From an optimization exercise on the open Yosys and OpenROAD flow, aimed at small area and a short achievable clock period; shortcuts taken in it are not production practice. The RTL was checked by simulation tests, not by an equivalence proof against the original design. Power figures rest on the tool's default switching activity, not on a simulated workload.

Setup of run A:
Design lookahead_router, start of the top module:
module lookahead_router (
  input  logic         clk,
  input  logic         rst,
  input  logic [5:0]   position_i,
  input  logic [174:0] link_i,
  output logic [4:0]   stop_o,
  output logic [174:0] link_o,
  input  logic [4:0]   stop_i
);
For scale: roughly 3100 cells after synthesis, about 940 flip-flops, about 370 I/O pins, roughly 41000 um^2 of cells after synthesis.
Settings: LEC_CHECK=0, CAP_MARGIN=30, CORE_MARGIN=2, CORE_UTILIZATION=40, SETUP_SLACK_MARGIN=5, SLEW_MARGIN=40; clock period 9.0 ns.
standard.sh (not shown) runs the stock make flow with config.mk's settings and CLKGATE_MAP_FILE= SYNTH_SCRIPT=/design/flow/synth_recipe.tcl, a recipe that flattens the netlist after the stock synthesis.
==> flow/flow/run.sh <==
#!/bin/bash
# Standard ORFS layout with plain buffers on the ports (one per port, as the
# standard flow does), a tighter setup target for the resizer and a clock
# tree built from smaller buffers without dummy loads.
set -euo pipefail
bash standard.sh \
  BUFFER_PORTS_ARGS="-buffer_cell sky130_fd_sc_hd__buf_2" \
  SLEW_MARGIN=40 CAP_MARGIN=30 \
  SETUP_SLACK_MARGIN=6 \
  CTS_ARGS="-sink_clustering_enable -repair_clock_nets -dont_use_dummy_load -buf_list sky130_fd_sc_hd__clkbuf_8" \
  finish > flow_make.log 2>&1
Run A finished end to end and its layout was clean on timing, DRC and antenna.
Here is what was changed in the inputs of run B compared with run A.
-- flow/flow/run.sh --
<<< run A, line 9
  SETUP_SLACK_MARGIN=6 \
>>> run B, line 9
  SETUP_SLACK_MARGIN=5.5 \
### Flow results
The total of plain and repair buffers excluding clock buffers number comes out lower for run B vs run A.
Run A and run B ended up with nearly the same multi-input combinational gate total.
Looking at delay of the slowest cell on the worst path, run B sits 270 ps below run A.
Diff run A -> run B: signed area change from the synthesized netlist to the final layout went down, final non-filler cell area went down, post-route clock period utilization climbed 0.67 points, routed wire length fell by 12000 um.
Run B vs run A on hold slack: run B is the higher one.
Number of vias in the routed layout: run B lower than run A
The core of run B is less densely filled than that of run A.
#### Input delta (run C over run B)
-- flow/flow/run.sh --
<<< run B, line 8
  SLEW_MARGIN=40 CAP_MARGIN=30 \
>>> run C, line 8
  SLEW_MARGIN=40 CAP_MARGIN=30 CORE_UTILIZATION=50 PLACE_DENSITY=0.72 \
-- flow/config.mk --
<<< run B, line 10
export CORE_UTILIZATION = 40
>>> run C, line 10
export CORE_UTILIZATION = 50
export PLACE_DENSITY = 0.72
### Flow results
The final-layout non-clock buffer area share of run C is higher than that of run B.
The run with more routed wire is run B, not run C.
Run C vs run B: minimum hold slack down in run C

* * *

The RTL this note starts from:
==> flow/design.v <==
`timescale 1ns/1ps
module router_input_queue (
  input  logic        clk,
  input  logic        rst,
  input  logic        wr_i,
  input  logic [33:0] data_i,
  input  logic        rd_i,
  output logic [33:0] data_o,
  output logic        empty_o,
  output logic        full_o
);
  logic [33:0] mem [4];
  logic [1:0]  rd_ptr;
  logic [1:0]  wr_ptr;
  logic        empty_q;
  logic        full_q;
  logic [3:0]  rd_sel;
  logic [1:0]  used;
  logic        one_left;      
  logic        three_held;    
  logic pop;
  assign empty_o = empty_q;
  assign full_o  = full_q;
  assign pop = rd_i & ~empty_q;
  always_comb begin
    for (int j = 0; j < 4; j++) begin
      rd_sel[j] = ~empty_q & (rd_ptr == 2'(j));
    end
    data_o = empty_q ? data_i : '0;
    for (int j = 0; j < 4; j++) begin
      data_o = data_o | ({34{rd_sel[j]}} & mem[j]);
    end
  end
  assign used       = wr_ptr - rd_ptr;
  assign one_left   = (used == 2'd1);
  assign three_held = (used == 2'd3);
  logic push_rd, push_nrd;
  logic empty_rd, empty_nrd, full_rd, full_nrd;
  assign push_nrd  = wr_i & ~full_q;
  assign push_rd   = wr_i & ~full_q & ~empty_q;
  assign empty_nrd = empty_q & ~push_nrd;
  assign empty_rd  = empty_q | (one_left & ~push_rd);
  assign full_nrd  = full_q | (three_held & push_nrd);
  assign full_rd   = 1'b0;
  always_ff @(posedge clk) begin
    if (rst) begin
      rd_ptr  <= '0;
      wr_ptr  <= '0;
      empty_q <= 1'b1;
      full_q  <= 1'b0;
    end else begin
      if (pop) begin
        rd_ptr <= rd_ptr + 1'b1;
      end
      if (rd_i ? push_rd : push_nrd) begin
        wr_ptr <= wr_ptr + 1'b1;
      end
      empty_q <= rd_i ? empty_rd : empty_nrd;
      full_q  <= rd_i ? full_rd : full_nrd;
    end
  end
  always_ff @(posedge clk) begin
    if (wr_i & ~full_o) begin
      mem[wr_ptr] <= data_i;
    end
  end
endmodule
`timescale 1ns/1ps
module xy_lookahead_route (
  input  logic [5:0] position_i,
  input  logic [5:0] destination_i,
  input  logic [4:0] route_i,
  output logic [3:0] cmp_o           
);
  logic [2:0] pos_x, pos_y, dst_x, dst_y, nb_x, nb_y;
  assign pos_x = position_i[5:3];
  assign pos_y = position_i[2:0];
  assign dst_x = destination_i[5:3];
  assign dst_y = destination_i[2:0];
  always_comb begin
    nb_x = route_i[3] ? pos_x + 1'b1 : (route_i[2] ? pos_x - 1'b1 : pos_x);
    nb_y = route_i[1] ? pos_y + 1'b1 : (route_i[0] ? pos_y - 1'b1 : pos_y);
  end
  assign cmp_o = route_i[4] ? 4'b0000 : {dst_x > nb_x, dst_x < nb_x, dst_y > nb_y, dst_y < nb_y};
endmodule
`timescale 1ns/1ps
module router_input_port (
  input  logic        clk,
  input  logic        rst,
  input  logic [5:0]  position_i,
  input  logic [34:0] link_i,
  input  logic        pop_i,
  output logic [33:0] head_o,
  output logic        valid_o,
  output logic [4:0]  request_o,
  output logic        stop_o
);
  logic        empty;
  logic [33:0] front;
  logic [3:0]  next_cmp;
  router_input_queue u_router_input_queue (
    .clk     (clk),
    .rst     (rst),
    .wr_i    (~link_i[34]),
    .data_i  (link_i[33:0]),
    .rd_i    (pop_i),
    .data_o  (front),
    .empty_o (empty),
    .full_o  (stop_o)
  );
  assign valid_o = ~(empty & link_i[34]);
  xy_lookahead_route u_xy_lookahead_route (
    .position_i    (position_i),
    .destination_i (front[25:20]),
    .route_i       (front[4:0]),
    .cmp_o         (next_cmp)
  );
  assign head_o = {front[33:5], front[33] ? {1'b0, next_cmp} : front[4:0]};
  assign request_o = {5{valid_o & front[33]}} & front[4:0];
endmodule
`timescale 1ns/1ps
module router_arbiter #(
  parameter int out_port = 0
) (
  input  logic       clk,
  input  logic       rst,
  input  logic [4:0] request_i,
  input  logic       fwd_i,
  input  logic       fwd_tail_i,
  output logic [4:0] grant_o,
  output logic [4:0] rr_grant_o,
  output logic [4:0] last_o,
  output logic       locked_o
);
  localparam int np = 5;
  logic [4:0]  last_q;    
  logic        locked_q;
  logic [4:0]  req;
  logic [4:0]  rr_grant;
  logic [24:0] ahead;     
  always_comb begin
    req = request_i;
    req[out_port] = 1'b0;
  end
  always_comb begin
    for (int j = 0; j < np; j++) begin
      for (int k = 0; k < np; k++) begin
        ahead[j*np + k] = 1'b0;
        for (int d = 0; d < np; d++) begin
          if (d < (j - k + np) % np) ahead[j*np + k] = ahead[j*np + k] | last_q[(k + d) % np];
        end
      end
    end
  end
  always_comb begin
    for (int k = 0; k < np; k++) begin
      rr_grant[k] = req[k];
      for (int j = 0; j < np; j++) begin
        if (j != k && j != out_port && k != out_port) begin
          rr_grant[k] = rr_grant[k] & ~(req[j] & ahead[j*np + k]);
        end
      end
    end
  end
  assign grant_o    = locked_q ? last_q : rr_grant;
  assign rr_grant_o = rr_grant;
  assign last_o     = last_q;
  assign locked_o   = locked_q;
  always_ff @(posedge clk) begin
    if (rst) begin
      last_q   <= 5'b10000;
      locked_q <= 1'b0;
    end else if (fwd_i) begin
      last_q   <= grant_o;
      locked_q <= ~fwd_tail_i;
    end
  end
endmodule
`timescale 1ns/1ps
module router_output_port #(
  parameter int out_port = 0
) (
  input  logic          clk,
  input  logic          rst,
  input  logic [169:0]  heads_i,
  input  logic [4:0]    valid_i,
  input  logic [4:0]    requests_i,
  input  logic          stop_i,
  output logic [4:0]    pop_o,
  output logic [34:0]   link_o
);
  localparam int np = 5;
  logic [4:0]  grant;
  logic [4:0]  rr_grant;
  logic [4:0]  last;
  logic        locked;
  logic        any_req;
  logic        held_valid;
  logic [33:0] xbar_flit;
  logic        xbar_valid;
  logic        fwd;
  logic        void_q;
  logic [33:0] flit_q;
  router_arbiter #(
    .out_port (out_port)
  ) u_router_arbiter (
    .clk        (clk),
    .rst        (rst),
    .request_i  (requests_i),
    .fwd_i      (fwd),
    .fwd_tail_i (xbar_flit[32]),
    .grant_o    (grant),
    .rr_grant_o (rr_grant),
    .last_o     (last),
    .locked_o   (locked)
  );
  always_comb begin
    xbar_flit = '0;
    for (int k = 0; k < np; k++) begin
      if (k != out_port) begin
        xbar_flit = xbar_flit | ({34{grant[k]}} & heads_i[k*34 +: 34]);
      end
    end
  end
  always_comb begin
    any_req    = 1'b0;
    held_valid = 1'b0;
    for (int k = 0; k < np; k++) begin
      if (k != out_port) begin
        any_req    = any_req | requests_i[k];
        held_valid = held_valid | (last[k] & valid_i[k]);
      end
    end
  end
  assign xbar_valid = locked ? held_valid : any_req;
  assign fwd        = xbar_valid & ~stop_i;
  always_comb begin
    for (int k = 0; k < np; k++) begin
      pop_o[k] = (k != out_port) ? (~stop_i & (locked ? last[k] & valid_i[k] : rr_grant[k])) : 1'b0;
    end
  end
  always_ff @(posedge clk) begin
    if (rst) begin
      void_q <= 1'b1;
    end else if (!stop_i) begin
      void_q <= ~xbar_valid;
    end
  end
  always_ff @(posedge clk) begin
    if (!stop_i) begin
      flit_q <= xbar_flit;
    end
  end
  logic [4:0] next_route;
  logic [3:0] c;
  assign c = flit_q[3:0];
  always_comb begin
    if (out_port == 4) begin
      next_route = 5'b10000;
    end else begin
      next_route[3] = c[3];
      next_route[2] = c[2];
      next_route[1] = ~c[3] & ~c[2] & c[1];
      next_route[0] = ~c[3] & ~c[2] & c[0];
      next_route[4] = ~(|c);
    end
  end
  assign link_o = {void_q, flit_q[33:5], flit_q[33] ? next_route : flit_q[4:0]};
endmodule
`timescale 1ns/1ps
module lookahead_router (
  input  logic         clk,
  input  logic         rst,
  input  logic [5:0]   position_i,
  input  logic [174:0] link_i,
  output logic [4:0]   stop_o,
  output logic [174:0] link_o,
  input  logic [4:0]   stop_i
);
  localparam int num_ports = 5;
  logic [169:0] heads;
  logic [4:0]   valids;
  logic [24:0]  requests;    
  logic [24:0]  req_by_out;  
  logic [24:0]  pops;        
  logic [4:0]   pop_in;
  logic [5:0]   position_q;
  always_ff @(posedge clk) begin
    position_q <= position_i;
  end
  always_comb begin
    pop_in = '0;
    for (int o = 0; o < num_ports; o++) begin
      pop_in = pop_in | pops[o*5 +: 5];
    end
    for (int o = 0; o < num_ports; o++) begin
      for (int i = 0; i < num_ports; i++) begin
        req_by_out[o*5 + i] = requests[i*5 + o];
      end
    end
  end
  for (genvar i = 0; i < num_ports; i++) begin : g_input
    router_input_port u_router_input_port (
      .clk       (clk),
      .rst       (rst),
      .position_i (position_q),
      .link_i    (link_i[i*35 +: 35]),
      .pop_i     (pop_in[i]),
      .head_o    (heads[i*34 +: 34]),
      .valid_o   (valids[i]),
      .request_o (requests[i*5 +: 5]),
      .stop_o    (stop_o[i])
    );
  end
  for (genvar o = 0; o < num_ports; o++) begin : g_output
    router_output_port #(
      .out_port (o)
    ) u_router_output_port (
      .clk        (clk),
      .rst        (rst),
      .heads_i    (heads),
      .valid_i    (valids),
      .requests_i (req_by_out[o*5 +: 5]),
      .stop_i     (stop_i[o]),
      .pop_o      (pops[o*5 +: 5]),
      .link_o     (link_o[o*35 +: 35])
    );
  end
endmodule
Settings: LEC_CHECK=0, CAP_MARGIN=30, CORE_MARGIN=2, CORE_UTILIZATION=40, GPL_ROUTABILITY_DRIVEN=0, SETUP_SLACK_MARGIN=5, SLEW_MARGIN=40; clock period 9.0 ns.
==> flow/flow/run.sh <==
#!/bin/bash
# Standard ORFS layout with plain buffers on the ports (one per port, as the
# standard flow does), a tighter setup target for the resizer and a clock
# tree built from smaller buffers without dummy loads.
set -euo pipefail
bash standard.sh \
  BUFFER_PORTS_ARGS="-buffer_cell sky130_fd_sc_hd__buf_1" \
  SLEW_MARGIN=40 CAP_MARGIN=30 GPL_ROUTABILITY_DRIVEN=0 \
  SETUP_SLACK_MARGIN=5.25 TNS_END_PERCENT=50 \
  CTS_ARGS="-sink_clustering_enable -repair_clock_nets -dont_use_dummy_load -buf_list sky130_fd_sc_hd__clkbuf_8 -sink_clustering_size 12 -sink_clustering_max_diameter 45" \
  finish > flow_make.log 2>&1
Edit:
--- a/flow/flow/run.sh
+++ b/flow/flow/run.sh
@@ -8,2 +8,2 @@
-  SLEW_MARGIN=40 CAP_MARGIN=30 GPL_ROUTABILITY_DRIVEN=0 \
-  SETUP_SLACK_MARGIN=5.25 TNS_END_PERCENT=50 \
+  SLEW_MARGIN=40 CAP_MARGIN=30 \
+  SETUP_SLACK_MARGIN=5.5 TNS_END_PERCENT=50 \
Settings changed: GPL_ROUTABILITY_DRIVEN 0 to not set.
The new run passed the timing, design-rule and antenna checks.
Global-route usage rises by 0.56 points.
Die area stays the same.
Via count climbs by a few percent.
Edit:
--- a/flow/flow/run.sh
+++ b/flow/flow/run.sh
@@ -9 +9 @@
-  SETUP_SLACK_MARGIN=5.5 TNS_END_PERCENT=50 \
+  SETUP_SLACK_MARGIN=5.0 TNS_END_PERCENT=50 \
Outcome: The new run finished clean; synthesized area stays the same; cell count went down by 3.2%; sequential share of layout area rises by 3.7 points.
Edit:
--- a/flow/flow/run.sh
+++ b/flow/flow/run.sh
@@ -9 +9 @@
-  SETUP_SLACK_MARGIN=5.0 TNS_END_PERCENT=50 \
+  SETUP_SLACK_MARGIN=5.25 TNS_END_PERCENT=50 \
Outcome: Sequential power stays flat; maximum frequency goes up by a few percent; wire length goes up slightly; first-iteration DRC count goes up by roughly a tenth; total power goes up slightly; clock-buffer cell count goes down by 4; global-route usage goes up by 0.16 points; die area stays the same; setup slack gains 0.19 ns.

## what the ideal ports hide
In the flow no input, the clock included, has a driving cell. The finished layouts below were timed again as built, in two steps.
Step 1 assumes that a clkbuf_16 drives the clock port and a buf_2 every other input.
Step 2 adds t to the input delays and takes it off the output delays; t is the mean of the earliest and latest rising clock arrival at the registers after step 1. Input paths then give back, and output paths get back, about the clock's delay inside the block.
Slacks: ideal ports / drivers / drivers and shift; pairs: ideal ports / drivers.
run | shift t [ns] | slack for setup (ns) | worst setup path at the end | cell pins on the clock port's net
run A | 0.890 | 5.323 / 5.287 / 4.397 | input to register | 1
run B | 0.869 | 5.262 / 5.264 / 4.396 | input to register | 1
run C | 0.856 | 5.108 / 5.075 / 4.220 | input to register | 1
the first run of note 2 | 0.822 | 5.202 / 5.138 / 4.397 | input to register | 1
the second run of note 2 | 0.832 | 5.304 / 5.231 / 4.535 | input to register | 1
the third run of note 2 | 0.810 | 5.053 / 5.069 / 4.259 | input to register | 1
the fourth run of note 2 | 0.822 | 5.246 / 5.182 / 4.456 | input to register | 1
After both steps setup and hold are still met in every run listed. The setup slack of run A, which loses most, moves by -0.036 ns with the drivers and by -0.926 ns with both steps.
